What follows belongs to an exercise in optimizing a design on an open flow for small area and a short achievable clock period; a production flow would make more cautious choices. Only simulation tests tie the RTL to the original design; equivalence was not proved.

## flow/design.v (module list and top-level ports; edited modules follow where they fit)
// module bf_front: 1224 lines
// module bf_back: 189 lines
// module sub25: 280 lines
// module box_axis: 28 lines
// module bbox_raster: 142 lines
module bbox_raster #(
    parameter int SIGFIG     = 24,
    parameter int RADIX      = 10,
    parameter int PIPE_DEPTH = 3
) (
    input  logic                     clk,
    input  logic                     arst_n,
    input  logic [3*SIGFIG-1:0]      tri_x,
    input  logic [3*SIGFIG-1:0]      tri_y,
    input  logic                     tri_valid,
    input  logic                     halt_n,
    input  logic signed [SIGFIG-1:0] screen_x,
    input  logic signed [SIGFIG-1:0] screen_y,
    input  logic [3:0]               msaa_mode,
    output logic [3*SIGFIG-1:0]      out_tri_x,
    output logic [3*SIGFIG-1:0]      out_tri_y,
    output logic signed [SIGFIG-1:0] box_ll_x,
    output logic signed [SIGFIG-1:0] box_ll_y,
    output logic signed [SIGFIG-1:0] box_ur_x,
    output logic signed [SIGFIG-1:0] box_ur_y,
    output logic                     out_valid
);
  // ...
==> flow/flow/run.sh <==
#!/bin/bash
set -euo pipefail
MARGIN=$(cat flow/margin.txt)
bash standard.sh SETUP_SLACK_MARGIN=$MARGIN \
    "BUFFER_PORTS_ARGS=-buffer_cell sky130_fd_sc_hd__buf_2" finish > make_finish.log 2>&1
==> flow/flow/margin.txt <==
9.5
==> flow/standard.sh <==
#!/bin/bash
# synth_recipe.tcl (not shown) runs the flow's synth.tcl, then flattens the netlist and writes it again
# the make line also repeats each setting of config.mk as NAME=value (left out here)
make -C /OpenROAD-flow-scripts/flow DESIGN_CONFIG=/design/flow/config.mk WORK_HOME=/design/flow/orfs CLKGATE_MAP_FILE= SYNTH_SCRIPT=/design/flow/synth_recipe.tcl "${@:-finish}"
==> flow/config.mk <==
export PLATFORM = sky130hd
export DESIGN_NAME = bbox_raster
export DESIGN_NICKNAME = bbox_raster
export VERILOG_FILES = /design/flow/design.v
export SDC_FILE = /design/flow/constraint.sdc
export NUM_CORES = 4
export LEC_CHECK = 0
export ABC_AREA = 1
export CAP_MARGIN = 20
export CORE_MARGIN = 2
export CORE_UTILIZATION = 40
export SLEW_MARGIN = 20
==> flow/constraint.sdc <==
create_clock -name core_clock -period 14.0 [get_ports {clk}]
set_input_delay 2.8000 -clock core_clock [delete_from_list [all_inputs] [get_ports {clk}]]
set_output_delay 2.8000 -clock core_clock [all_outputs]
set_load 0.01 [all_outputs]
==> metrics.md, run 1 <==
| Metric | Value |
|---|---|
| # DRC | 0 |
| Final Max Tran Viols | 0 |
| Simple-gate share of the synthesized area | 6.83% |
| Seq. cell area | ~29000 µm² |
| Clk tree area frac | 4.47% |
| Nets@finish | ~7700 |
| Final hold violations | 0 |
| Initial Util | between 40 and 50% |
| Core Box Area | approximately 170000 µm² |
| Skew-Pair Late Insertion Delay | 0.75 ns |
| Avg WL per Cell | roughly 25 µm |
| Sequential share of cell area | 38.3% |
| Via count | between 40000 and 50000 |
| Synth top area share | 42.7% |
| Setup TNS | 0 ns |
| Overall routing resource usage | between 20% and 30% |
| CP Data Required Time | 14.47 ns |
| Slew @ Worst Pin | 1.18 ns |
| Status | no timing/DRC/antenna violations |
| Post-route insts no fill | a little under 9000 |
| CTS resizes | 19 |
| Vias in the first global route | 49700 |
| Clk Tree Root Cell | clkbuf_16 |
| Max-cap viol count | 0 |
| Routed wire length | ~220000 µm |
| Largest net degree at the start of global routing | roughly 170 |
| Yosys Warn Count | 2 |
| Dominant class by area | multi-input gates |
| Hold buffer count at CTS | 0 |
==> inputs of run 2 (changes only) <==
==> flow/flow/margin.txt (replaced) <==
9.8
==> run 2 against run 1 <==
  * First-iteration DRC count increased by 7.2%
  * Sequential share of layout area down 0.35 points
  * Clock skew fell by 0.0033 ns
  * Critical path depth is 10 lower
==> metrics.md, run 2 <==
| Metric | Value |
|---|---|
| Slew HR | 25.7% (was 21.5%) |
| TritonCTS Buffers | 103 (unchanged) |
| #FFs+latches synth | 971 (unchanged) |
| Post-DRT Antenna Nets | 0 (unchanged) |
| XOR/XNOR Fraction of Synth Area | 8.78% (unchanged) |
| Setup TNS | 0 ns (unchanged) |
| Avg WL per Cell | 25.0 µm (was 24.8 µm) |
| Area of the multi-input gates | 34100 µm² (was 33800 µm²) |
| Most flops, register | s2_bf (unchanged) |
| Simple-gate share of the synthesized area | 6.83% (unchanged) |
| Maximum fanout along the worst path | 1 (was 27) |
| Fill count | 15600 (was 15700) |
| Clock transition at path regs | 0.06 ns (about the same) |
| HPWL Detailed | 163000 µm (unchanged) |
| Worst Setup Slack, final | 9.83 ns (was 9.53 ns) |
| Flip-flop count of the largest register after layout | 244 (unchanged) |
| Vias in the first global route | 50000 (was 49700) |
| Async SR Flop Fraction | 0.309% (unchanged) |
| Slew @ Worst Pin | 1.11 ns (was 1.18 ns) |
| RSZ-0062 raised after global routing | true (unchanged) |
| Initial antenna violation count | 10 (was 11) |
| Drt via density | 5.59 (was 5.55) |
| Cell family contributing the most delay on the critical path | flip-flops (was buffers and inverters) |
| Core Box Area | 169000 µm² (unchanged) |
| Worst setup EP type | output pin (was flip-flop) |
| Crit-path cells | buf_2 (was buf_4 -> inv_1 -> o21ai_4 -> buf_4 -> o22ai_1 -> xor2_1 -> fa_1 -> inv_1 -> fa_1 -> fa_1 -> inv_1) |
| Overall routing resource usage | 25.3% (was 25.2%) |
| Worst r2r src | s1_dx21[12]$_DFFE_PP_ (was s1_dy21[13]$_DFFE_PP_) |
| Commonest non-fill, non-tap cell in the layout | inv_1 (unchanged) |
| Post-synth EDFFs | 968 (unchanged) |
| Synth top area share | 42.7% (unchanged) |
| Post-route design area | 76900 µm² (was 76200 µm²) |
| Reg2reg setup slack | 9.85 ns (was 9.53 ns) |
| Synthesized area | 68000 µm² (unchanged) |
| CP max stage cell | edfxtp_1 (was fa_1) |
| Skew-Pair Late Insertion Delay | 0.75 ns (about the same) |
| Fin Clk Skew | 0.0427 ns (was 0.0460 ns) |
| Yosys Warn Count | 2 (unchanged) |
| Final Setup Violations | 0 (unchanged) |
| First-pass GRT wire length | 326000 µm (was 325000 µm) |
| Largest cells by area after synthesis | edfxtp_1 43%, fa_1 17%, xor2_1 8.3% (unchanged) |
| Gpl congestion | 0.982 (unchanged) |
| Die height | 416 µm (unchanged) |
| Leading cell types in the layout, fill and taps excluded | 1006 x inv_1, 968 x edfxtp_1, 725 x nand2_1 (was 1015 x inv_1, 968 x edfxtp_1, 742 x nand2_1) |
| Num rows | 151 (unchanged) |
| Synth Flop Type | edfxtp_1 (unchanged) |
| Layout cell share with drive strength beyond 1 | 13.1% (was 11.8%) |
| FF-to-FF End | s2_bf[112]$_DFFE_PP_ (was s2_bf[185]$_DFFE_PP_) |
| Largest net degree at the start of global routing | 96 (was 167) |
| Clk Tree Root Cell | clkbuf_16 (unchanged) |
| Final hold violations | 0 (unchanged) |
| Iteration-0 DRC Markers | 5716 (was 5334) |
| Slowest stage delay, CP | 0.45 ns (was 0.69 ns) |
| Most numerous cell in the Yosys netlist | inv_1 (unchanged) |
| Initial Util | 40.2% (unchanged) |
| Nets@finish | 7744 (was 7726) |
| Peak Freq | 0.240 GHz (was 0.224 GHz) |
| DP Worst Slack | 8.16 ns (unchanged) |
| Critical setup path kind | reg2out (was reg2reg) |
| Adder-Cell Fraction of Synth Area | 23.2% (unchanged) |
| WP data arrival | 1.37 ns (was 4.93 ns) |
| Max-cap viol count | 0 (unchanged) |
| Synth unique cells | 55 (unchanged) |
| Top post-synthesis cells by count | 1019 x inv_1, 968 x edfxtp_1, 754 x nand2_1 (unchanged) |
| Post-DP Area | 72300 µm² (unchanged) |
| Cells after DPL | 8712 (unchanged) |
| Final min period | 4.17 ns (was 4.47 ns) |
| Syn_area_per_cell | 10.8 µm² (unchanged) |
| CP Data Required Time | 11.20 ns (was 14.47 ns) |
| Area growth, synth to finish | 13.0% (was 11.9%) |
| Sequential share of the synthesized area | 42.8% (unchanged) |
| Final Cycle Share | 29.8% (was 31.9%) |
| Clock Tree Buf Depth | 3 (unchanged) |
| CP Launch Type | flip-flop (unchanged) |
| # DRC | 0 (unchanged) |
| CTS Sinks | 971 (unchanged) |
| Worst min path class | reg2reg (unchanged) |
| Post-Syn Instances | 6284 (unchanged) |
| WHS Path Cells | 0 (unchanged) |
| WHS Endpoint | s2_y[49]$_DFFE_PP_ (unchanged) |
| WP buf/inv | 1 (was 5) |
| Die Width | 416 µm (unchanged) |
| Status | no timing/DRC/antenna violations (unchanged) |
| Hold buffer count at CTS | 0 (unchanged) |
| CTS H-tree lvls | 3 (unchanged) |
| Area leader, netlist | edfxtp_1 (unchanged) |
| Hold_sp | s1_y[49]$_DFFE_PP_ (unchanged) |
| Compound-gate portion of the synthesized area | 10.3% (unchanged) |
| Grt total ovfl | 0 (unchanged) |
| Mux share of post-synthesis cell area | 0.0165% (unchanged) |
| IO Pins | 441 (unchanged) |
| R2R cell count | 7 (was 11) |
| Via count | 50000 (was 49600) |
| Die area | 173000 µm² (unchanged) |
| Seq. cell area | 29100 µm² (about the same) |
| Number of port buffers | 426 (unchanged) |
| Main combinational cell family by area after synthesis | adder cells (unchanged) |
| Post-route insts no fill | 8954 (was 8933) |
| Final Max Tran Viols | 0 (unchanged) |
| Routed wire length | 223000 µm (was 222000 µm) |
| TritonRoute pass-1 iters | 10 (was 8) |
| CTS tree | built (unchanged) |
[run 2: how the worst max path moves through the flow]
stage                        start            endpoint  slack (ns)  depth (start not counted)
2_1_floorplan               halt_n      v1$_DFFE_PN0P_        6.74                          3
3_3_place_gp                halt_n  s1_x[20]$_DFFE_PP_        8.19                          5
3_5_place_dp                halt_n  s1_x[20]$_DFFE_PP_        8.16                          5
4_1_cts         s3_y[30]$_DFFE_PP_       out_tri_y[30]        9.77                          1
5_1_grt        s2_bf[93]$_DFFE_PP_      v3$_DFFE_PN0P_        9.78                         19
6_report        s3_x[57]$_DFFE_PP_       out_tri_x[57]        9.83                          1
[run 2: metal layers]
layer	GRT usage (%)	wire length [µm]	up-vias
li1	-	-	21700
met1	33.3	87800	24800
met2	39.2	101000	2873
met3	6.44	23500	599
met4	11.9	11600	4
met5	0	26	-
[run 2: cells by family after synthesis]
kind of cell,count (synthesis)
compound gates,1215
xor+xnor,682
fa+ha+maj,907
buf+inv,1369
flops,971
mux,1
other cells,1
simple gates,1138
[run 2: cell type report]
class	count	share of cell area, %
antenna	14	0.0456
clock buffer	127	3.55
clock inverter	63	0.872
inverter	1040	5.18
multi-input combinational	3964	44.4
sequential	971	37.9
tap	2218	3.61
timing repair buffer	555	4.42
timing repair inverter	2	0.0163
[run 2: repair_timing]
item | CTS | global route
setup endpoints to repair | 702 | 372
cloned | 6 | 4
pin swaps | 18 | 57
setup buffers | 10 | 17
resized for setup | 86 | 103
[run 2: through the flow]
| stage | hold WS, ns | utilization [%] |
|---|---|---|
| after floorplan | 0.400 | - |
| after global placement | 0.400 | 42.8 |
| after detailed placement | 0.405 | 42.8 |
| after CTS | 0.408 | 45.1 |
| after global routing | 0.411 | 45.4 |
| final | 0.405 | 45.5 |
==> inputs of run 3 (changes only) <==
==> flow/flow/margin.txt (replaced) <==
10.1
==> run 3 against run 2 <==
  * Hold slack lost 0.00078 ns
  * First-iteration DRC count shrank 4.5%
  * Synthesized area is the same
  * Critical path type unchanged
  * Highest routed layer unchanged
  * Core utilization grew 2.0 points
  * Still clean
  * Maximum frequency is essentially flat
  * Cell count grew 1.3%
==> metrics.md, run 3 <==
| Metric | Value |
|---|---|
| Slew @ Worst Pin | 1.05 ns (was 1.11 ns) |
| Skew-Pair Late Insertion Delay | 0.75 ns (about the same) |
| Core Box Area | 169000 µm² (unchanged) |
| Max-cap viol count | 0 (unchanged) |
| #FFs+latches synth | 971 (unchanged) |
| Syn_area_per_cell | 10.8 µm² (unchanged) |
| Final core occ | 47.4% (was 45.5%) |
| Yosys Warn Count | 2 (unchanged) |
| Vias in the first global route | 50600 (was 50000) |
| CTS tree | built (unchanged) |
| Die height | 416 µm (unchanged) |
| TritonRoute pass-1 iters | 6 (was 10) |
| Status | no timing/DRC/antenna violations (unchanged) |
| Flip-flop count of the largest register after layout | 244 (unchanged) |
| Final min period | 4.16 ns (was 4.17 ns) |
| Synth unique cells | 55 (unchanged) |
| Clk Tree Root Cell | clkbuf_16 (unchanged) |
| Clock transition at path regs | 0.06 ns (about the same) |
| Clock Tree Buf Depth | 3 (unchanged) |
| Drt via density | 5.62 (was 5.59) |
| Largest cells by area after synthesis | edfxtp_1 43%, fa_1 17%, xor2_1 8.3% (unchanged) |
| Num rows | 151 (unchanged) |
| First-pass GRT wire length | 331000 µm (was 326000 µm) |
| Post-Syn Instances | 6284 (unchanged) |
| Maximum fanout along the worst path | 1 (unchanged) |
| Worst setup EP type | output pin (unchanged) |
| Initial Util | 40.2% (unchanged) |
| Cell family contributing the most delay on the critical path | flip-flops (unchanged) |
| Most flops, register | s2_bf (unchanged) |
| Synth top area share | 42.7% (unchanged) |
| Most numerous cell in the Yosys netlist | inv_1 (unchanged) |
| Initial antenna violation count | 12 (was 10) |
| CTS H-tree lvls | 3 (unchanged) |
| Commonest non-fill, non-tap cell in the layout | inv_1 (unchanged) |
| Sequential share of the synthesized area | 42.8% (unchanged) |
| Slew HR | 29.8% (was 25.7%) |
| Final hold violations | 0 (unchanged) |
| Synthesized area | 68000 µm² (unchanged) |
| Peak Freq | 0.240 GHz (about the same) |
| Grt total ovfl | 0 (unchanged) |
| HPWL Detailed | 163000 µm (unchanged) |
| Critical setup path kind | reg2out (unchanged) |
| Post-route insts no fill | 9073 (was 8954) |
| Final Setup Violations | 0 (unchanged) |
| Async SR Flop Fraction | 0.309% (unchanged) |
| IO Pins | 441 (unchanged) |
| CP Data Required Time | 11.20 ns (about the same) |
| Synth Flop Type | edfxtp_1 (unchanged) |
| Crit-path cells | buf_2 (unchanged) |
| WP data arrival | 1.36 ns (was 1.37 ns) |
| Worst min path class | reg2reg (unchanged) |
| CP Launch Type | flip-flop (unchanged) |
| Post-DRT Antenna Nets | 0 (unchanged) |
| Top post-synthesis cells by count | 1019 x inv_1, 968 x edfxtp_1, 754 x nand2_1 (unchanged) |
| Cells after DPL | 8712 (unchanged) |
| Final Cycle Share | 29.7% (was 29.8%) |
| Area growth, synth to finish | 17.8% (was 13.0%) |
| Routed wire length | 232000 µm (was 223000 µm) |
| Die Width | 416 µm (unchanged) |
| Final Max Tran Viols | 0 (unchanged) |
| Post-synth EDFFs | 968 (unchanged) |
| Slowest stage delay, CP | 0.45 ns (about the same) |
| Layout cell share with drive strength beyond 1 | 18.4% (was 13.1%) |
| Iteration-0 DRC Markers | 5460 (was 5716) |
| Die area | 173000 µm² (unchanged) |
| CP max stage cell | edfxtp_1 (unchanged) |
| CTS Sinks | 971 (unchanged) |
| Largest net degree at the start of global routing | 95 (was 96) |
| WP buf/inv | 1 (unchanged) |
| Number of port buffers | 426 (unchanged) |
| # DRC | 0 (unchanged) |
| Area leader, netlist | edfxtp_1 (unchanged) |
| Via count | 51000 (was 50000) |
| Overall routing resource usage | 25.7% (was 25.3%) |
| Setup TNS | 0 ns (unchanged) |
| Leading cell types in the layout, fill and taps excluded | 969 x inv_1, 968 x edfxtp_1, 687 x nand2_1 (was 1006 x inv_1, 968 x edfxtp_1, 725 x nand2_1) |
| Hold buffer count at CTS | 0 (unchanged) |
| Fin Clk Skew | 0.0429 ns (was 0.0427 ns) |
| Nets@finish | 7865 (was 7744) |
| Avg WL per Cell | 25.5 µm (was 25.0 µm) |
| TritonCTS Buffers | 103 (unchanged) |
| Gpl congestion | 0.982 (unchanged) |
| RSZ-0062 raised after global routing | true (unchanged) |
-- run 3: final timing paths --
path / start / end / slack [ns] / cells past startpoint
max: s3_y[33]$_DFFE_PP_ / out_tri_y[33] / 9.84 / 1
min: s1_y[49]$_DFFE_PP_ / s2_y[49]$_DFFE_PP_ / 0.40 / 0
max reg2reg: s2_bf[142]$_DFFE_PP_ / v3$_DFFE_PN0P_ / 10.00 / 16
min reg2reg: s1_y[49]$_DFFE_PP_ / s2_y[49]$_DFFE_PP_ / 0.40 / 0
max in group asynchronous: arst_n / v3$_DFFE_PN0P_ / 12.03 / 1
min in group asynchronous: arst_n / v3$_DFFE_PN0P_ / 1.84 / 1
-- run 3: cells by family after synthesis --
logic type | synth area share [%]
AND/OR/NAND/NOR | 6.83
other | 0.00551
adder cells (fa/ha/maj) | 23.2
XOR/XNOR | 8.78
AO/OA/AOI/OAI | 10.3
multiplexers | 0.0165
flip-flops | 42.8
buffers and inverters | 7.97
-- run 3: layer usage --
layer,vias to the layer above,GRT usage [%],part of all wire [%]
met2,2948,39.5,44
met4,10,12.7,6.2
met1,25300,33.5,38
met3,738,7.17,11
met5,-,0,0.029
li1,22000,-,-
-- run 3: what timing repair did --
item	4_1_cts	5_1_grt
endpoints found under the hold margin	0	0
setup endpoints to repair	1394	758
setup buffers	47	74
gates resized for setup	324	354
gates cloned	15	22
pin swaps	97	84
-- run 3: area by class of cell --
cell class | instances | area, µm²
Clock inverter | 63 | 671
Clock buffer | 127 | 2730
Timing Repair inverter | 18 | 123
Multi-Input combinational cell | 3965 | 35700
Fill cell | 15300 | 88900
Inverter | 1040 | 4140
Timing Repair Buffer | 659 | 4870
Antenna cell | 12 | 30.0
Sequential cell | 971 | 29100
Tap cell | 2218 | 2780
-- run 3: metrics by stage --
stage | cell area (µm²) | setup WS (ns) | hold slack [ns]
finish | 80200 | 9.84 | 0.405
global route | 80200 | 9.80 | 0.414
CTS | 77600 | 9.77 | 0.408
detailed placement | 72300 | 8.16 | 0.405
global placement | 72300 | 8.19 | 0.400
floorplan | 68100 | 6.74 | 0.400
==> inputs of run 4 (changes only) <==
==> flow/flow/margin.txt (replaced) <==
9.8
--- a/flow/config.mk
+++ b/flow/config.mk
@@ -9,4 +9,6 @@
 export CAP_MARGIN = 20
 export CORE_MARGIN = 2
 export CORE_UTILIZATION = 40
+export CTS_BUF_LIST = sky130_fd_sc_hd__clkbuf_8 sky130_fd_sc_hd__clkbuf_16
+export CTS_CLUSTER_SIZE = 32
 export SLEW_MARGIN = 20
==> run 4 against run 3 <==
  * Non-clock buffer count is 104 lower
  * Via count is 2.1% lower
  * First-iteration DRC count is 3.8% higher
  * Cell area is 4.1% lower
  * Synthesized area stayed put
  * Global-route usage is 0.39 points lower
  * Maximum frequency is 0.24% lower
  * Still clean on timing, DRC and antenna
==> metrics.md, run 4 <==
| Metric | Value |
|---|---|
| Status | no timing/DRC/antenna violations (unchanged) |
| CP Launch Type | flip-flop (unchanged) |
| Commonest non-fill, non-tap cell in the layout | inv_1 (unchanged) |
| Slew @ Worst Pin | 1.13 ns (was 1.05 ns) |
| RSZ-0062 raised after global routing | true (unchanged) |
| Flip-flop count of the largest register after layout | 244 (unchanged) |
| Synth Flop Type | edfxtp_1 (unchanged) |
| First-pass GRT wire length | 326000 µm (was 331000 µm) |
| Worst min path class | reg2reg (unchanged) |
| Die height | 416 µm (unchanged) |
| Async SR Flop Fraction | 0.309% (unchanged) |
| Leading cell types in the layout, fill and taps excluded | 1027 x inv_1, 968 x edfxtp_1, 725 x nand2_1 (was 969 x inv_1, 968 x edfxtp_1, 687 x nand2_1) |
| Cell family contributing the most delay on the critical path | flip-flops (unchanged) |
| WP data arrival | 1.37 ns (was 1.36 ns) |
| Clk Tree Root Cell | clkbuf_16 (unchanged) |
| Vias in the first global route | 49900 (was 50600) |
| Setup TNS | 0 ns (unchanged) |
| Largest cells by area after synthesis | edfxtp_1 43%, fa_1 17%, xor2_1 8.3% (unchanged) |
| Slowest stage delay, CP | 0.45 ns (about the same) |
| Area leader, netlist | edfxtp_1 (unchanged) |
| TritonCTS Buffers | 103 (unchanged) |
| Post-Syn Instances | 6284 (unchanged) |
| Top post-synthesis cells by count | 1019 x inv_1, 968 x edfxtp_1, 754 x nand2_1 (unchanged) |
| IO Pins | 441 (unchanged) |
| Final hold violations | 0 (unchanged) |
| Layout cell share with drive strength beyond 1 | 13.1% (was 18.4%) |
| Clock transition at path regs | 0.06 ns (about the same) |
| TritonRoute pass-1 iters | 9 (was 6) |
| CTS Sinks | 971 (unchanged) |
| WP buf/inv | 1 (unchanged) |
| Synth top area share | 42.7% (unchanged) |
| Slew HR | 24.7% (was 29.8%) |
| Post-synth EDFFs | 968 (unchanged) |
| Die area | 173000 µm² (unchanged) |
| Number of port buffers | 426 (unchanged) |
| Final min period | 4.17 ns (was 4.16 ns) |
| # DRC | 0 (unchanged) |
| Area growth, synth to finish | 13.0% (was 17.8%) |
| Synth unique cells | 55 (unchanged) |
| Final Max Tran Viols | 0 (unchanged) |
| Fill count | 15600 (was 15300) |
| HPWL Detailed | 163000 µm (unchanged) |
| Initial Util | 40.2% (unchanged) |
| Max-cap viol count | 0 (unchanged) |
| Final Setup Violations | 0 (unchanged) |
| Core Box Area | 169000 µm² (unchanged) |
| CP max stage cell | edfxtp_1 (unchanged) |
| Clock Tree Buf Depth | 3 (unchanged) |
| Post-route design area | 76900 µm² (was 80200 µm²) |
| Overall routing resource usage | 25.3% (was 25.7%) |
| Skew-Pair Late Insertion Delay | 0.74 ns (was 0.75 ns) |
| Avg WL per Cell | 25.0 µm (was 25.5 µm) |
| Most numerous cell in the Yosys netlist | inv_1 (unchanged) |
| Initial antenna violation count | 10 (was 12) |
| Grt total ovfl | 0 (unchanged) |
| CTS tree | built (unchanged) |
| Drt via density | 5.58 (was 5.62) |
| Iteration-0 DRC Markers | 5668 (was 5460) |
| CTS H-tree lvls | 3 (unchanged) |
| Crit-path cells | buf_2 (unchanged) |
| Fin Clk Skew | 0.0450 ns (was 0.0429 ns) |
| Die Width | 416 µm (unchanged) |
| Nets@finish | 7744 (was 7865) |
| Largest net degree at the start of global routing | 96 (was 95) |
| Worst setup EP type | output pin (unchanged) |
| Yosys Warn Count | 2 (unchanged) |
| Gpl congestion | 0.982 (unchanged) |
| Critical setup path kind | reg2out (unchanged) |
| Maximum fanout along the worst path | 1 (unchanged) |
| Sequential share of the synthesized area | 42.8% (unchanged) |
| Area of the multi-input gates | 34100 µm² (was 35700 µm²) |
| Seq. cell area | 29100 µm² (unchanged) |
| CP Data Required Time | 11.20 ns (about the same) |
| Final Cycle Share | 29.8% (was 29.7%) |
| Most flops, register | s2_bf (unchanged) |
| Via count | 49900 (was 51000) |
| Peak Freq | 0.240 GHz (about the same) |
| Post-DRT Antenna Nets | 0 (unchanged) |
| Num rows | 151 (unchanged) |
| Post-DP Area | 72300 µm² (unchanged) |
| Routed wire length | 223000 µm (was 232000 µm) |
| Syn_area_per_cell | 10.8 µm² (unchanged) |
| #FFs+latches synth | 971 (unchanged) |
| Synthesized area | 68000 µm² (unchanged) |
==> run 4: cell counts after synthesis <==
Identical to the previous run, type by type.
==> run 4: what timing repair did <==
item	CTS	global route
pin swaps	18	57
setup buffers	10	17
hold buffers	0	0
endpoints found under the setup margin	702	371
gates resized for setup	86	103
cloned	6	4
==> run 4: per-layer routing <==
metal	global-route usage [%]	vias up	wire (µm)
met4	11.9	4	11300
met5	0	-	26
met1	33.4	24800	87600
li1	-	21800	-
met3	6.43	560	23800
met2	39.2	2816	101000
==> run 4: final cells by class <==
cell class	count	share of cell area, %
antenna	10	0.0326
clock buffer	106	3.45
clock inverter	84	0.975
inverter	1040	5.18
multi-input combinational	3964	44.4
sequential	971	37.9
tap	2218	3.61
timing repair buffer	555	4.42
timing repair inverter	2	0.0163
==> run 4: final timing paths <==
kind | from | endpoint | slack [ns] | cells past startpoint
worst max-delay path | s3_y[61]$_DFFE_PP_ | out_tri_y[61] | 9.83 | 1
worst min-delay path | s1_y[49]$_DFFE_PP_ | s2_y[49]$_DFFE_PP_ | 0.41 | 0
worst max register to register | s1_dx21[12]$_DFFE_PP_ | s2_bf[112]$_DFFE_PP_ | 9.85 | 7
worst min register to register | s1_y[49]$_DFFE_PP_ | s2_y[49]$_DFFE_PP_ | 0.41 | 0
max in group asynchronous | arst_n | v3$_DFFE_PN0P_ | 12.03 | 1
min in group asynchronous | arst_n | v3$_DFFE_PN0P_ | 1.85 | 1
==> run 4: cells by family after synthesis <==
kind of cell	after synthesis	synth area share, %
multiplexers	1	0.0165
XOR/XNOR	682	8.78
AND/OR/NAND/NOR	1138	6.83
buffers and inverters	1369	7.97
AO/OA/AOI/OAI	1215	10.3
other	1	0.00551
adder cells (fa/ha/maj)	907	23.2
flip-flops	971	42.8
==> run 4: metrics by stage <==
stage                     util (%)  setup slack, ns  hold slack [ns]  instances
final                         45.5             9.83            0.406       8950
after global routing          45.4             9.78            0.411       8945
after CTS                     45.1             9.77            0.408       8918
after detailed placement      42.8             8.16            0.405       8712
after global placement        42.8             8.19            0.400       8712
after floorplan                  -             6.74            0.400       6299
==> inputs of run 5 (changes only) <==
--- a/flow/config.mk
+++ b/flow/config.mk
@@ -10,5 +10,6 @@
 export CORE_MARGIN = 2
 export CORE_UTILIZATION = 40
 export CTS_BUF_LIST = sky130_fd_sc_hd__clkbuf_8 sky130_fd_sc_hd__clkbuf_16
-export CTS_CLUSTER_SIZE = 32
+export CTS_CLUSTER_DIAMETER = 150
+export CTS_CLUSTER_SIZE = 22
 export SLEW_MARGIN = 20
==> run 5 against run 4 <==
  * Largest cell class unchanged
  * Wire length is 0.47% lower
  * Clock-buffer cell count is 54 lower
  * Synthesized cell count unchanged
  * Clock skew rose by 0.010 ns
  * Hold slack improved by 0.0048 ns
  * Cell area is 2.3% lower
  * Die area did not move
  * Global-route usage down 0.30 points
  * Maximum frequency is 1.2% lower
  * Via count fell by 0.96%
==> metrics.md, run 5 <==
| Metric | Value |
|---|---|
| Area leader, netlist | edfxtp_1 (unchanged) |
| First-pass GRT wire length | 323000 µm (was 326000 µm) |
| Post-DRT Antenna Nets | 0 (unchanged) |
| Vias in the first global route | 49300 (was 49900) |
| Worst min path class | reg2reg (unchanged) |
| XOR/XNOR Fraction of Synth Area | 8.78% (unchanged) |
| CTS tree | built (unchanged) |
| Sequential share of the synthesized area | 42.8% (unchanged) |
| Area growth, synth to finish | 10.4% (was 13.0%) |
| Synthesized area | 68000 µm² (unchanged) |
| CP Launch Type | flip-flop (unchanged) |
| Worst setup EP type | output pin (unchanged) |
| Cell family contributing the most delay on the critical path | flip-flops (unchanged) |
| Routed wire length | 222000 µm (was 223000 µm) |
| Number of port buffers | 426 (unchanged) |
| HPWL Detailed | 163000 µm (unchanged) |
| TritonCTS Buffers | 51 (was 103) |
| CP Data Required Time | 11.20 ns (about the same) |
| #FFs+latches synth | 971 (unchanged) |
| Clk Tree Root Cell | clkbuf_16 (unchanged) |
| Syn_area_per_cell | 10.8 µm² (unchanged) |
| Core Box Area | 169000 µm² (unchanged) |
| Status | no timing/DRC/antenna violations (unchanged) |
| Final min period | 4.23 ns (was 4.17 ns) |
| Num rows | 151 (unchanged) |
| Largest cells by area after synthesis | edfxtp_1 43%, fa_1 17%, xor2_1 8.3% (unchanged) |
| Hold WS | 0.410 ns (was 0.406 ns) |
| Area of the multi-input gates | 34200 µm² (was 34100 µm²) |
| Final Cycle Share | 30.2% (was 29.8%) |
| CTS H-tree lvls | 2 (was 3) |
| Initial antenna violation count | 12 (was 10) |
| Initial Util | 40.2% (unchanged) |
| Worst Setup Slack, final | 9.77 ns (was 9.83 ns) |
| Overall routing resource usage | 25.0% (was 25.3%) |
| IO Pins | 441 (unchanged) |
| Fin Clk Skew | 0.0550 ns (was 0.0450 ns) |
| Synth Flop Type | edfxtp_1 (unchanged) |
| Simple-gate share of the synthesized area | 6.83% (unchanged) |
| Seq. cell area | 29100 µm² (unchanged) |
| # DRC | 0 (unchanged) |
| Die Width | 416 µm (unchanged) |
| Grt total ovfl | 0 (unchanged) |
| Most flops, register | s2_bf (unchanged) |
| Critical setup path kind | reg2out (unchanged) |
| Final Setup Violations | 0 (unchanged) |
| Post-DP Area | 72300 µm² (unchanged) |
| Die area | 173000 µm² (unchanged) |
| Mux share of post-synthesis cell area | 0.0165% (unchanged) |
| DP Worst Slack | 8.16 ns (unchanged) |
| Compound-gate portion of the synthesized area | 10.3% (unchanged) |
| Synth unique cells | 55 (unchanged) |
| Main combinational cell family by area after synthesis | adder cells (unchanged) |
| Peak Freq | 0.237 GHz (was 0.240 GHz) |
| Maximum fanout along the worst path | 4 (was 1) |
| TritonRoute pass-1 iters | 8 (was 9) |
| Crit-path cells | buf_2 (unchanged) |
| Die height | 416 µm (unchanged) |
| Skew-Pair Late Insertion Delay | 0.70 ns (was 0.74 ns) |
| Most numerous cell in the Yosys netlist | inv_1 (unchanged) |
| WP data arrival | 1.43 ns (was 1.37 ns) |
| Hold buffer count at CTS | 0 (unchanged) |
| Largest net degree at the start of global routing | 96 (unchanged) |
| Via count | 49400 (was 49900) |
| Final Max Tran Viols | 0 (unchanged) |
| Async SR Flop Fraction | 0.309% (unchanged) |
| Setup TNS | 0 ns (unchanged) |
| Drt via density | 5.59 (was 5.58) |
| Fill count | 15800 (was 15600) |
| Max-cap viol count | 0 (unchanged) |
| WP buf/inv | 1 (unchanged) |
| Final hold violations | 0 (unchanged) |
| CP max stage cell | dfrtp_2 (was edfxtp_1) |
| Post-Syn Instances | 6284 (unchanged) |
| Flip-flop count of the largest register after layout | 244 (unchanged) |
| Leading cell types in the layout, fill and taps excluded | 1016 x inv_1, 968 x edfxtp_1, 723 x nand2_1 (was 1027 x inv_1, 968 x edfxtp_1, 725 x nand2_1) |
| Slew HR | 23.7% (was 24.7%) |
| Adder-Cell Fraction of Synth Area | 23.2% (unchanged) |
| Clock transition at path regs | 0.09 ns (was 0.06 ns) |
| Iteration-0 DRC Markers | 5242 (was 5668) |
| Nets@finish | 7699 (was 7744) |
| Avg WL per Cell | 25.1 µm (was 25.0 µm) |
| Post-synth EDFFs | 968 (unchanged) |
| CTS Sinks | 971 (unchanged) |
| Commonest non-fill, non-tap cell in the layout | inv_1 (unchanged) |
| Synth top area share | 42.7% (unchanged) |
| Post-route design area | 75100 µm² (was 76900 µm²) |
| Yosys Warn Count | 2 (unchanged) |
| Gpl congestion | 0.982 (unchanged) |
| Slowest stage delay, CP | 0.55 ns (was 0.45 ns) |
| Layout cell share with drive strength beyond 1 | 12.2% (was 13.1%) |
| Clock Tree Buf Depth | 3 (unchanged) |
| Slew @ Worst Pin | 1.14 ns (was 1.13 ns) |
| Top post-synthesis cells by count | 1019 x inv_1, 968 x edfxtp_1, 754 x nand2_1 (unchanged) |
| RSZ-0062 raised after global routing | true (unchanged) |
run 5: area by class of cell:
class | instances | share of cell area [%]
Timing Repair Buffer | 562 | 4.60
Timing Repair inverter | 1 | 0.0100
Antenna cell | 10 | 0.0333
Clock buffer | 52 | 1.73
Clock inverter | 19 | 0.235
Inverter | 1040 | 5.31
Sequential cell | 971 | 38.8
Tap cell | 2218 | 3.69
Multi-Input combinational cell | 3965 | 45.6
run 5: repair_timing:
item                       in CTS  in global routing
gates resized for setup        92                128
setup buffers                  12                 22
pin swaps                      25                 67
cloned                          6                  4
setup endpoints to repair     700                450
run 5: logic make-up (layout without fill, tap and decap cells):
family                   count (synthesis)  after routing
buffers and inverters                 1369           1674
multiplexers                             1              1
AO/OA/AOI/OAI                         1215           1217
flip-flops                             971            971
adder cells (fa/ha/maj)                907            907
XOR/XNOR                               682            682
AND/OR/NAND/NOR                       1138           1142
other                                    1             26
run 5: final timing paths:
path	start	end	slack, ns	cells past startpoint
max	v3$_DFFE_PN0P_	out_valid	9.77	1
min	s1_sy[21]$_DFFE_PP_	s2_sy[21]$_DFFE_PP_	0.41	0
max reg2reg	s1_dy21[5]$_DFFE_PP_	s2_bf[45]$_DFFE_PP_	9.86	12
min reg2reg	s1_sy[21]$_DFFE_PP_	s2_sy[21]$_DFFE_PP_	0.41	0
max in group asynchronous	arst_n	v3$_DFFE_PN0P_	11.97	1
min in group asynchronous	arst_n	v1$_DFFE_PN0P_	1.90	1
run 5: through the flow:
step / cells / util (%)
detailed placement: 8712 / 42.8
floorplan: 6299 / -
global route: 8835 / 44.4
CTS: 8801 / 44.0
finish: 8838 / 44.4
global placement: 8712 / 42.8
run 5: routing by layer:
metal / global-route usage (%) / vias up / part of all wire [%]
met5: 0 / - / 0.044
met4: 10.9 / 12 / 4.9
met3: 5.92 / 514 / 10
met2: 39.3 / 2644 / 45
met1: 33.1 / 24700 / 40
li1: - / 21600 / -
==> inputs of run 6 (changes only) <==
--- a/flow/config.mk
+++ b/flow/config.mk
@@ -13,3 +13,4 @@
 export CTS_CLUSTER_DIAMETER = 150
 export CTS_CLUSTER_SIZE = 22
 export SLEW_MARGIN = 20
+export TNS_END_PERCENT = 5
==> run 6 against run 5 <==
  * Via count down 0.30%
  * Maximum frequency fell by 2.0%
  * Clock-buffer cell count unchanged
  * Register-to-register slack worse by 0.17 ns
  * First-iteration DRC count grew 4.7%
  * Cell area fell by 0.52%
  * Hold slack worse by 0.0018 ns
==> metrics.md, run 6 <==
| Metric | Value |
|---|---|
| Clock transition at path regs | 0.09 ns (about the same) |
| Area leader, netlist | edfxtp_1 (unchanged) |
| Status | no timing/DRC/antenna violations (unchanged) |
| Post-DRT Antenna Nets | 0 (unchanged) |
| Post-Syn Instances | 6284 (unchanged) |
| DP Worst Slack | 8.16 ns (unchanged) |
| Slew HR | 22.4% (was 23.7%) |
| Flip-flop count of the largest register after layout | 244 (unchanged) |
| Via count | 49300 (was 49400) |
| Most numerous cell in the Yosys netlist | inv_1 (unchanged) |
| XOR/XNOR Fraction of Synth Area | 8.78% (unchanged) |
| Clock Tree Buf Depth | 3 (unchanged) |
| Layout cell share with drive strength beyond 1 | 11.2% (was 12.2%) |
| Worst setup EP type | flip-flop (was output pin) |
| Initial Util | 40.2% (unchanged) |
| Sequential share of the synthesized area | 42.8% (unchanged) |
| Post-DP Area | 72300 µm² (unchanged) |
| Synth unique cells | 55 (unchanged) |
| Mux share of post-synthesis cell area | 0.0165% (unchanged) |
| Post-synth EDFFs | 968 (unchanged) |
| # DRC | 0 (unchanged) |
| Maximum fanout along the worst path | 35 (was 4) |
| Most flops, register | s2_bf (unchanged) |
| Initial antenna violation count | 13 (was 12) |
| CTS tree | built (unchanged) |
| Cells after DPL | 8712 (unchanged) |
| Max-cap viol count | 0 (unchanged) |
| Commonest non-fill, non-tap cell in the layout | inv_1 (unchanged) |
| Num rows | 151 (unchanged) |
| IO Pins | 441 (unchanged) |
| First-pass GRT wire length | 323000 µm (about the same) |
| Final Cycle Share | 30.8% (was 30.2%) |
| Die height | 416 µm (unchanged) |
| Post-route design area | 74700 µm² (was 75100 µm²) |
| Die area | 173000 µm² (unchanged) |
| Routed wire length | 221000 µm (was 222000 µm) |
| Top post-synthesis cells by count | 1019 x inv_1, 968 x edfxtp_1, 754 x nand2_1 (unchanged) |
| Worst Setup Slack, final | 9.69 ns (was 9.77 ns) |
| Largest net degree at the start of global routing | 96 (unchanged) |
| Simple-gate share of the synthesized area | 6.83% (unchanged) |
| Final Setup Violations | 0 (unchanged) |
| TritonRoute pass-1 iters | 8 (unchanged) |
| Die Width | 416 µm (unchanged) |
| Synth Flop Type | edfxtp_1 (unchanged) |
| Final core occ | 44.2% (was 44.4%) |
| #FFs+latches synth | 971 (unchanged) |
| Largest cells by area after synthesis | edfxtp_1 43%, fa_1 17%, xor2_1 8.3% (unchanged) |
| Final min period | 4.31 ns (was 4.23 ns) |
| CP Launch Type | flip-flop (unchanged) |
| Worst min path class | reg2reg (unchanged) |
| Adder-Cell Fraction of Synth Area | 23.2% (unchanged) |
| Peak Freq | 0.232 GHz (was 0.237 GHz) |
| Vias in the first global route | 49200 (was 49300) |
| Critical setup path kind | reg2reg (was reg2out) |
| CTS H-tree lvls | 2 (unchanged) |
| Leading cell types in the layout, fill and taps excluded | 1027 x inv_1, 968 x edfxtp_1, 729 x nand2_1 (was 1016 x inv_1, 968 x edfxtp_1, 723 x nand2_1) |
| Iteration-0 DRC Markers | 5488 (was 5242) |
| Drt via density | 5.58 (was 5.59) |
| Synthesized area | 68000 µm² (unchanged) |
| Area growth, synth to finish | 9.80% (was 10.4%) |
| CTS Sinks | 971 (unchanged) |
| Compound-gate portion of the synthesized area | 10.3% (unchanged) |
| WP data arrival | 4.74 ns (was 1.43 ns) |
| Syn_area_per_cell | 10.8 µm² (unchanged) |
| Final hold violations | 0 (unchanged) |
| Post-route insts no fill | 8825 (was 8838) |
| Skew-Pair Late Insertion Delay | 0.69 ns (was 0.70 ns) |
| Core Box Area | 169000 µm² (unchanged) |
| Yosys Warn Count | 2 (unchanged) |
| Clk Tree Root Cell | clkbuf_16 (unchanged) |
| RSZ-0062 raised after global routing | true (unchanged) |
| Gpl congestion | 0.982 (unchanged) |
| Grt total ovfl | 0 (unchanged) |
| Setup TNS | 0 ns (unchanged) |
| CP Data Required Time | 14.43 ns (was 11.20 ns) |
| Async SR Flop Fraction | 0.309% (unchanged) |
| HPWL Detailed | 163000 µm (unchanged) |
| Final Max Tran Viols | 0 (unchanged) |
| Avg WL per Cell | 25.0 µm (was 25.1 µm) |
| Nets@finish | 7685 (was 7699) |
| Main combinational cell family by area after synthesis | adder cells (unchanged) |
| TritonCTS Buffers | 51 (unchanged) |
| Synth top area share | 42.7% (unchanged) |
| Slew @ Worst Pin | 1.16 ns (was 1.14 ns) |
| Number of port buffers | 426 (unchanged) |
| Fin Clk Skew | 0.0539 ns (was 0.0550 ns) |
| Overall routing resource usage | 25.0% (about the same) |
==> run 6: cell counts after synthesis <==
Identical to the previous run, type by type.
==> run 6: kinds of logic after synthesis <==
family,Yosys count
AOI/OAI and AO/OA,1215
xor gates and xnor gates,682
adders and majority gates,907
buffers and inverters,1369
DFF,971
muxes,1
other,1
and+or+nand+nor,1138
==> run 6: worst paths after layout <==
path / start / to / slack [ns] / depth (start not counted)
worst max-delay path: s1_dy21[23]$_DFFE_PP_ / s2_bf[112]$_DFFE_PP_ / 9.69 / 12
worst min-delay path: s1_sy[21]$_DFFE_PP_ / s2_sy[21]$_DFFE_PP_ / 0.41 / 0
worst max register to register: s1_dy21[23]$_DFFE_PP_ / s2_bf[112]$_DFFE_PP_ / 9.69 / 12
worst min register to register: s1_sy[21]$_DFFE_PP_ / s2_sy[21]$_DFFE_PP_ / 0.41 / 0
max in group asynchronous: arst_n / v2$_DFFE_PN0P_ / 11.98 / 1
min in group asynchronous: arst_n / v1$_DFFE_PN0P_ / 1.90 / 1
==> run 6: metal layers <==
metal	global-route usage (%)	up-vias	wire, µm
met5	0	-	77
met3	5.76	528	22400
met1	33.2	24600	87600
met2	39.1	2654	99800
met4	10.9	8	10800
li1	-	21500	-
==> run 6: worst max-delay path: stages, from the launching register on <==
cell        delay, ns
edfxtp_1         0.33
buf_4            0.50
clkinvlp_4       0.21
buf_4            0.23
nand2_1          0.31
o21ai_4          0.30
o22ai_1          0.37
xor2_1           0.16
fa_1             0.51
fa_1             0.52
inv_1            0.05
fa_1             0.48
inv_1            0.04
==> run 6: final cells by class <==
type / count / area [µm²]
Timing Repair Buffer: 550 / 3330
Multi-Input combinational cell: 3964 / 34000
Fill cell: 15800 / 94400
Clock buffer: 52 / 1300
Tap cell: 2218 / 2780
Antenna cell: 11 / 27.5
Clock inverter: 19 / 176
Sequential cell: 971 / 29100
Inverter: 1040 / 3960
==> run 6: per-stage QoR <==
step	hold WS (ns)
2_1_floorplan	0.400
3_3_place_gp	0.400
3_5_place_dp	0.405
4_1_cts	0.411
5_1_grt	0.426
6_report	0.409
==> run 6: what timing repair did <==
item,in CTS,in global routing
resized for setup,31,116
buffers inserted,5,17
setup endpoints to repair,700,647
cloned,6,2
pin swaps,8,20
hold buffers,0,0
==> inputs of run 7 (changes only) <==
--- a/flow/config.mk
+++ b/flow/config.mk
@@ -12,5 +12,5 @@
 export CTS_BUF_LIST = sky130_fd_sc_hd__clkbuf_8 sky130_fd_sc_hd__clkbuf_16
 export CTS_CLUSTER_DIAMETER = 150
 export CTS_CLUSTER_SIZE = 22
+export GPL_ROUTABILITY_DRIVEN = 0
 export SLEW_MARGIN = 20
-export TNS_END_PERCENT = 5
==> run 7 against run 6 <==
  * Hold slack gained 0.0068 ns
  * Maximum frequency grew 3.2%
  * Wire length shrank 2.5%
  * Via count is essentially flat
  * Critical path type unchanged
  * Non-clock buffer count grew 13
  * Register-to-register slack gained 0.13 ns
  * Synthesized cell count is the same
  * Sequential share of layout area shrank 0.051 points
  * Die area is the same
  * Clock skew shrank 0.0036 ns
==> metrics.md, run 7 <==
| Metric | Value |
|---|---|
| Layout cell share with drive strength beyond 1 | 11.6% (was 11.2%) |
| Synth top area share | 42.7% (unchanged) |
| R2R cell count | 11 (was 12) |
| TritonRoute pass-1 iters | 6 (was 8) |
| WHS Endpoint | s2_y[20]$_DFFE_PP_ (was s2_sy[21]$_DFFE_PP_) |
| Slew @ Worst Pin | 1.21 ns (was 1.16 ns) |
| Hold buffer count at CTS | 0 (unchanged) |
| Area leader, netlist | edfxtp_1 (unchanged) |
| Top post-synthesis cells by count | 1019 x inv_1, 968 x edfxtp_1, 754 x nand2_1 (unchanged) |
| Clock Tree Buf Depth | 3 (unchanged) |
| First-pass GRT wire length | 317000 µm (was 323000 µm) |
| # DRC | 0 (unchanged) |
| Synth Flop Type | edfxtp_1 (unchanged) |
| WL met2 | 94800 µm (was 99800 µm) |
| Most numerous cell in the Yosys netlist | inv_1 (unchanged) |
| CTS Sinks | 971 (unchanged) |
| Initial Util | 40.2% (unchanged) |
| Die area | 173000 µm² (unchanged) |
| Via count | 49300 (about the same) |
| Die Width | 416 µm (unchanged) |
| Slew HR | 19.0% (was 22.4%) |
| RSZ-0062 raised after global routing | true (unchanged) |
| Vias in the first global route | 49100 (was 49200) |
| Synthesized area | 68000 µm² (unchanged) |
| Clk Tree Root Cell | clkbuf_16 (unchanged) |
| Max-cap viol count | 0 (unchanged) |
| Post-route design area | 74800 µm² (was 74700 µm²) |
| Largest cells by area after synthesis | edfxtp_1 43%, fa_1 17%, xor2_1 8.3% (unchanged) |
| CP Data Required Time | 14.43 ns (about the same) |
| Avg WL per Cell | 24.4 µm (was 25.0 µm) |
| Peak Freq | 0.239 GHz (was 0.232 GHz) |
| WP data arrival | 4.61 ns (was 4.74 ns) |
| Routed wire length | 215000 µm (was 221000 µm) |
| Syn_area_per_cell | 10.8 µm² (unchanged) |
| Crit path from | s1_dy10[21]$_DFFE_PP_ (was s1_dy21[23]$_DFFE_PP_) |
| CP max stage cell | edfxtp_1 (was fa_1) |
| Final Setup Violations | 0 (unchanged) |
| Setup TNS | 0 ns (unchanged) |
| HPWL Detailed | 159000 µm (was 163000 µm) |
| Synth unique cells | 55 (unchanged) |
| Area growth, synth to finish | 9.95% (was 9.80%) |
| Slowest stage delay, CP | 0.84 ns (was 0.52 ns) |
| Leading cell types in the layout, fill and taps excluded | 1025 x inv_1, 968 x edfxtp_1, 728 x nand2_1 (was 1027 x inv_1, 968 x edfxtp_1, 729 x nand2_1) |
| Post-synth EDFFs | 968 (unchanged) |
| Final Cycle Share | 29.8% (was 30.8%) |
| Worst min path class | reg2reg (unchanged) |
| Flip-flop count of the largest register after layout | 244 (unchanged) |
| Worst setup EP type | flip-flop (unchanged) |
| Sequential share of the synthesized area | 42.8% (unchanged) |
| Number of port buffers | 426 (unchanged) |
| Met3 WL | 24300 µm (was 22400 µm) |
| Fin Clk Skew | 0.0502 ns (was 0.0539 ns) |
| Nets@finish | 7698 (was 7685) |
| Final min period | 4.18 ns (was 4.31 ns) |
| Largest net degree at the start of global routing | 87 (was 96) |
| Critical setup path kind | reg2reg (unchanged) |
| Yosys Warn Count | 2 (unchanged) |
| Initial antenna violation count | 11 (was 13) |
| Async SR Flop Fraction | 0.309% (unchanged) |
| Grt total ovfl | 0 (unchanged) |
| Final Max Tran Viols | 0 (unchanged) |
| Post-DP Area | 72300 µm² (about the same) |
| Final hold violations | 0 (unchanged) |
| Core Box Area | 169000 µm² (unchanged) |
| Post-DRT Antenna Nets | 0 (unchanged) |
| FF-to-FF End | s2_bf[167]$_DFFE_PP_ (was s2_bf[112]$_DFFE_PP_) |
| Worst r2r src | s1_dy10[21]$_DFFE_PP_ (was s1_dy21[23]$_DFFE_PP_) |
| Skew-Pair Late Insertion Delay | 0.70 ns (was 0.69 ns) |
| Maximum fanout along the worst path | 24 (was 35) |
| Drt via density | 5.58 (about the same) |
| Reg2reg setup slack | 9.82 ns (was 9.69 ns) |
| Overall routing resource usage | 24.4% (was 25.0%) |
| IO Pins | 441 (unchanged) |
| Highest metal used | met5 (unchanged) |
| #FFs+latches synth | 971 (unchanged) |
| Hold_sp | s1_y[20]$_DFFE_PP_ (was s1_sy[21]$_DFFE_PP_) |
| Iteration-0 DRC Markers | 6055 (was 5488) |
| WHS Path Cells | 0 (unchanged) |
| TritonCTS Buffers | 50 (was 51) |
| Most flops, register | s2_bf (unchanged) |
| Met1 wire length | 83700 µm (was 87600 µm) |
| Crit-path cells | inv_6 -> o21ai_1 -> buf_4 -> o22ai_1 -> xor2_1 -> fa_1 -> inv_1 -> fa_1 -> inv_1 -> fa_1 -> inv_1 (was buf_4 -> clkinvlp_4 -> buf_4 -> nand2_1 -> o21ai_4 -> o22ai_1 -> xor2_1 -> fa_1 -> fa_1 -> inv_1 -> fa_1 -> inv_1) |
| CTS H-tree lvls | 2 (unchanged) |
| Clock transition at path regs | 0.09 ns (about the same) |
| Num rows | 151 (unchanged) |
| Commonest non-fill, non-tap cell in the layout | inv_1 (unchanged) |
| Post-Syn Instances | 6284 (unchanged) |
| CP Launch Type | flip-flop (unchanged) |
| Die height | 416 µm (unchanged) |
| Status | no timing/DRC/antenna violations (unchanged) |
| CTS tree | built (unchanged) |
## run 7: what timing repair did
item                       CTS  global route
pin swaps                   25            36
gates resized for setup     92            81
buffers inserted            11            27
cloned                       8             1
setup endpoints to repair  623           295
## run 7: critical path, delay by kind of cell, from the launching register on
family	cells	cell delay, ns
AO/OA/AOI/OAI	2	0.39
buffers and inverters	5	0.81
adder cells (fa/ha/maj)	3	1.60
XOR/XNOR	1	0.22
flip-flops	1	0.84
## run 7: cells by family after synthesis
family | Yosys count | share of synthesized area (%)
AND/OR/NAND/NOR | 1138 | 6.83
flip-flops | 971 | 42.8
other | 1 | 0.00551
buffers and inverters | 1369 | 7.97
adder cells (fa/ha/maj) | 907 | 23.2
XOR/XNOR | 682 | 8.78
AO/OA/AOI/OAI | 1215 | 10.3
multiplexers | 1 | 0.0165
## run 7: how the worst max path moves through the flow
stage                           end  slack, ns  depth (start not counted)
6_report       s2_bf[167]$_DFFE_PP_       9.82                         11
2_1_floorplan        v1$_DFFE_PN0P_       6.74                          3
4_1_cts                   out_valid       9.54                          1
5_1_grt              v3$_DFFE_PN0P_       9.69                         17
3_3_place_gp     s3_y[49]$_DFFE_PP_       7.61                          6
3_5_place_dp     s1_y[24]$_DFFE_PP_       7.55                          6
## run 7: stage by stage
stage | hold slack (ns) | utilization, % | std cells | setup WS, ns
final | 0.415 | 44.2 | 8835 | 9.82
after global routing | 0.425 | 44.2 | 8832 | 9.69
after CTS | 0.411 | 43.9 | 8796 | 9.54
after detailed placement | 0.405 | 42.7 | 8709 | 7.55
after global placement | 0.401 | 42.7 | 8709 | 7.61
after floorplan | 0.400 | - | 6299 | 6.74
## run 7: metal layers
| layer | track usage [%] | up-vias |
|---|---|---|
| met4 | 11.9 | 6 |
| met2 | 37.2 | 2921 |
| met3 | 6.11 | 604 |
| met5 | 0 | - |
| li1 | - | 21600 |
| met1 | 32.5 | 24200 |
## run 7: area by class of cell
class,instances,area (µm²)
Clock buffer,51,1280
Clock inverter,17,131
Inverter,1040,3970
Timing Repair Buffer,563,3460
Tap cell,2218,2780
Sequential cell,971,29100
Fill cell,15600,94300
Multi-Input combinational cell,3965,34000
Antenna cell,10,25.0
==> inputs of run 8 (changes only) <==
==> flow/config.mk (replaced) <==
export PLATFORM = sky130hd
export DESIGN_NAME = bbox_raster
export DESIGN_NICKNAME = bbox_raster
export VERILOG_FILES = /design/flow/design.v
export SDC_FILE = /design/flow/constraint.sdc
export NUM_CORES = 4
export LEC_CHECK = 0
export ABC_AREA = 1
export CAP_MARGIN = 20
export CORE_MARGIN = 2
export CORE_UTILIZATION = 55
export PLACE_DENSITY = 0.68
export SLEW_MARGIN = 20
==> run 8 against run 7 <==
  * Still clean on timing, DRC and antenna
  * Wire length barely moved
  * Global-route usage is 9.6 points higher
  * Via count is 1.5% higher
  * Synthesized cell count did not move
  * Non-clock buffer count is 1 higher
  * Register-to-register slack lost 0.08 ns
  * Critical endpoint is now s2_bf[185]$_DFFE_PP_
  * Highest routed layer unchanged
==> metrics.md, run 8 <==
| Metric | Value |
|---|---|
| Status | no timing/DRC/antenna violations (unchanged) |
| Die Width | 356 µm (was 416 µm) |
| Layout cell share with drive strength beyond 1 | 12.5% (was 11.6%) |
| Area leader, netlist | edfxtp_1 (unchanged) |
| Vias in the first global route | 49900 (was 49100) |
| CTS tree | built (unchanged) |
| Slew @ Worst Pin | 1.17 ns (was 1.21 ns) |
| Most flops, register | s2_bf (unchanged) |
| Met1 wire length | 82900 µm (was 83700 µm) |
| CTS H-tree lvls | 3 (was 2) |
| Final Cycle Share | 30.4% (was 29.8%) |
| CP max stage cell | fa_1 (was edfxtp_1) |
| Flip-flop count of the largest register after layout | 244 (unchanged) |
| WP buf/inv | 5 (unchanged) |
| Final hold violations | 0 (unchanged) |
| Commonest non-fill, non-tap cell in the layout | inv_1 (unchanged) |
| Highest metal used | met5 (unchanged) |
| Via count | 50100 (was 49300) |
| CTS Sinks | 971 (unchanged) |
| Routed wire length | 215000 µm (about the same) |
| Met3 WL | 24900 µm (was 24300 µm) |
| Gpl congestion | between 1 and 1.5 |
| Skew-Pair Late Insertion Delay | 0.73 ns (was 0.70 ns) |
| Clock transition at path regs | 0.07 ns (was 0.09 ns) |
| Clk Tree Root Cell | clkbuf_16 (unchanged) |
| Drt via density | 5.98 (was 5.58) |
| Setup TNS | 0 ns (unchanged) |
| Die area | 127000 µm² (was 173000 µm²) |
| # DRC | 0 (unchanged) |
| Post-DRT Antenna Nets | 0 (unchanged) |
| Overall routing resource usage | 34.0% (was 24.4%) |
| Die height | 356 µm (was 416 µm) |
| Critical setup path kind | reg2reg (unchanged) |
| RSZ-0062 raised after global routing | true (unchanged) |
| Synth top area share | 42.7% (unchanged) |
| Synth Flop Type | edfxtp_1 (unchanged) |
| Number of port buffers | 426 (unchanged) |
| Cell family contributing the most delay on the critical path | adder cells (unchanged) |
| CP Data Required Time | 14.46 ns (was 14.43 ns) |
| Iteration-0 DRC Markers | 6426 (was 6055) |
| Fin Clk Skew | 0.0358 ns (was 0.0502 ns) |
| Nets@finish | 7747 (was 7698) |
| Max-cap viol count | 0 (unchanged) |
| Cell mode on critical path | fa_1 |
| Crit-path cells | buf_6 -> clkinvlp_4 -> buf_4 -> nand2_1 -> o21ai_4 -> o22ai_1 -> xor2_1 -> fa_1 -> inv_1 -> fa_1 -> fa_1 -> inv_1 (was inv_6 -> o21ai_1 -> buf_4 -> o22ai_1 -> xor2_1 -> fa_1 -> inv_1 -> fa_1 -> inv_1 -> fa_1 -> inv_1) |
| Final Setup Violations | 0 (unchanged) |
| Grt total ovfl | 0 (unchanged) |
| Final Max Tran Viols | 0 (unchanged) |
| Worst setup EP type | flip-flop (unchanged) |
| Slowest stage delay, CP | 0.62 ns (was 0.84 ns) |
| TritonCTS Buffers | 100 (was 50) |
| Top post-synthesis cells by count | 1019 x inv_1, 968 x edfxtp_1, 754 x nand2_1 (unchanged) |
| Peak Freq | 0.235 GHz (was 0.239 GHz) |
| Post-DP Area | 71600 µm² (was 72300 µm²) |
| Leading cell types in the layout, fill and taps excluded | 1011 x inv_1, 968 x edfxtp_1, 743 x nand2_1 (was 1025 x inv_1, 968 x edfxtp_1, 728 x nand2_1) |
| Largest cells by area after synthesis | edfxtp_1 43%, fa_1 17%, xor2_1 8.3% (unchanged) |
| Post-synth EDFFs | 968 (unchanged) |
| HPWL Detailed | 156000 µm (was 159000 µm) |
| WP data arrival | 4.72 ns (was 4.61 ns) |
| Sequential share of the synthesized area | 42.8% (unchanged) |
| Final min period | 4.26 ns (was 4.18 ns) |
| #FFs+latches synth | 971 (unchanged) |
| Slew HR | 21.7% (was 19.0%) |
| Most numerous cell in the Yosys netlist | inv_1 (unchanged) |
| Yosys Warn Count | 2 (unchanged) |
| Synth unique cells | 55 (unchanged) |
| Async SR Flop Fraction | 0.309% (unchanged) |
| Syn_area_per_cell | 10.8 µm² (unchanged) |
| Fill count | 9875 (was 15600) |
| Area growth, synth to finish | 11.4% (was 9.95%) |
| Post-Syn Instances | 6284 (unchanged) |
| WL met2 | 94100 µm (was 94800 µm) |
| Core Box Area | 123000 µm² (was 169000 µm²) |
| TritonRoute pass-1 iters | 6 (unchanged) |
| Clock Tree Buf Depth | 3 (unchanged) |
| Post-route design area | 75800 µm² (was 74800 µm²) |
| IO Pins | 441 (unchanged) |
| Initial Util | 55.3% (was 40.2%) |
| CP Launch Type | flip-flop (unchanged) |
| Hold buffer count at CTS | 0 (unchanged) |
| Largest net degree at the start of global routing | 96 (was 87) |
| Worst min path class | reg2reg (unchanged) |
| First-pass GRT wire length | 318000 µm (was 317000 µm) |
| Maximum fanout along the worst path | 27 (was 24) |
| Initial antenna violation count | 15 (was 11) |
| Final core occ | 61.5% (was 44.2%) |
| Avg WL per Cell | 25.7 µm (was 24.4 µm) |
| Num rows | 129 (was 151) |
| Synthesized area | 68000 µm² (unchanged) |
run 8: changes by cell type in the layout (fill, tap and decap cells not counted), sizes merged:
cell / delta
buf: +3
bufbuf: -1
bufinv: +7
clkbuf: +68
clkinv: +42
clkinvlp: +11
diode: -2
inv: -11
nand2: -1
nand3: -1
run 8: through the flow:
stage	worst slack [ns]	cells	hold slack (ns)
finish	9.74	8369	0.403
global placement	8.14	8134	0.400
detailed placement	8.11	8134	0.405
floorplan	6.74	6299	0.400
global route	9.69	8368	0.414
CTS	9.77	8337	0.411
run 8: layout make-up:
class / instances / area, µm² / area share [%]
multi-input combinational: 3963 / 33900 / 44.8
sequential: 971 / 29100 / 38.5
inverter: 1040 / 3980 / 5.25
timing repair buffer: 564 / 3420 / 4.51
clock buffer: 120 / 2600 / 3.43
tap: 1637 / 2050 / 2.70
clock inverter: 66 / 658 / 0.868
antenna: 8 / 20.0 / 0.0264
run 8: cells by family after synthesis:
family                     after synthesis  synth area share, %
and+or+nand+nor                       1138                 6.83
other                                    1              0.00551
muxes                                    1               0.0165
buffers and inverters                 1369                 7.97
AOI/OAI and AO/OA                     1215                 10.3
adders and majority gates              907                 23.2
xor gates and xnor gates               682                 8.78
DFF                                    971                 42.8
run 8: layer usage:
| metal | vias up | global-route usage [%] |
|---|---|---|
| li1 | 21700 | - |
| met1 | 24500 | 45.8 |
| met2 | 3138 | 50.5 |
| met3 | 712 | 9.42 |
| met4 | 18 | 17.9 |
| met5 | - | 0.189 |
run 8: path summary, 6_finish.rpt:
kind	cells past startpoint	startpoint	slack, ns	end
max in group asynchronous	1	arst_n	12.00	v3$_DFFE_PN0P_
min	0	s1_x[9]$_DFFE_PP_	0.40	s2_x[9]$_DFFE_PP_
max reg2reg	12	s1_dy21[13]$_DFFE_PP_	9.74	s2_bf[185]$_DFFE_PP_
min in group asynchronous	1	arst_n	1.87	v1$_DFFE_PN0P_
min reg2reg	0	s1_x[9]$_DFFE_PP_	0.40	s2_x[9]$_DFFE_PP_
max	12	s1_dy21[13]$_DFFE_PP_	9.74	s2_bf[185]$_DFFE_PP_
run 8: timing repair:
item	4_1_cts	5_1_grt
resized for setup	76	71
pin swaps	27	20
setup endpoints to repair	841	355
setup buffers	11	23
gates cloned	6	0
run 8: worst reg2reg max path, delay by kind of cell (launching register included):
family / cells / cell delay (ns)
simple gates: 1 / 0.40
compound gates: 2 / 0.54
buf+inv: 5 / 1.07
fa+ha+maj: 3 / 1.53
xor+xnor: 1 / 0.12
flops: 1 / 0.34

[re-timing with driven ports]
No port has a modelled driver above. Below, the same layouts with a new extraction and two added sets of constraints.
Step 1 (the two cells are an assumption about what drives the block):
set clk [get_ports {clk}]
set_driving_cell -lib_cell sky130_fd_sc_hd__clkbuf_16 $clk
set_driving_cell -lib_cell sky130_fd_sc_hd__buf_2 [delete_from_list [all_inputs] $clk]
Step 2 also shifts input and output timing later by t, the mid clock arrival at the registers, as if the neighbouring blocks saw the same clock.
a / b / c = ideal / step 1 / step 2; a / b = the first two.
| run | shift t [ns] | setup slack, ns | worst hold slack (ns) |
|---|---|---|---|
| run 1 | 0.811 | 9.530 / 9.530 / 8.804 | 0.402 / 0.402 / 0.402 |
| run 2 | 0.810 | 9.834 / 9.751 / 9.085 | 0.405 / 0.405 / 0.405 |
| run 3 | 0.809 | 9.835 / 9.752 / 9.287 | 0.405 / 0.405 / 0.405 |
| run 4 | 0.805 | 9.826 / 9.743 / 9.094 | 0.406 / 0.406 / 0.406 |
| run 5 | 0.755 | 9.774 / 9.691 / 9.151 | 0.410 / 0.410 / 0.410 |
| run 6 | 0.751 | 9.690 / 9.659 / 9.043 | 0.409 / 0.409 / 0.409 |
| run 7 | 0.764 | 9.823 / 9.787 / 9.092 | 0.415 / 0.415 / 0.415 |
| run 8 | 0.787 | 9.743 / 9.743 / 9.147 | 0.403 / 0.403 / 0.403 |
After both steps every run listed still meets setup and hold. The setup slack of run 2, which loses most, moves by -0.083 ns with the drivers and by -0.749 ns with both steps.
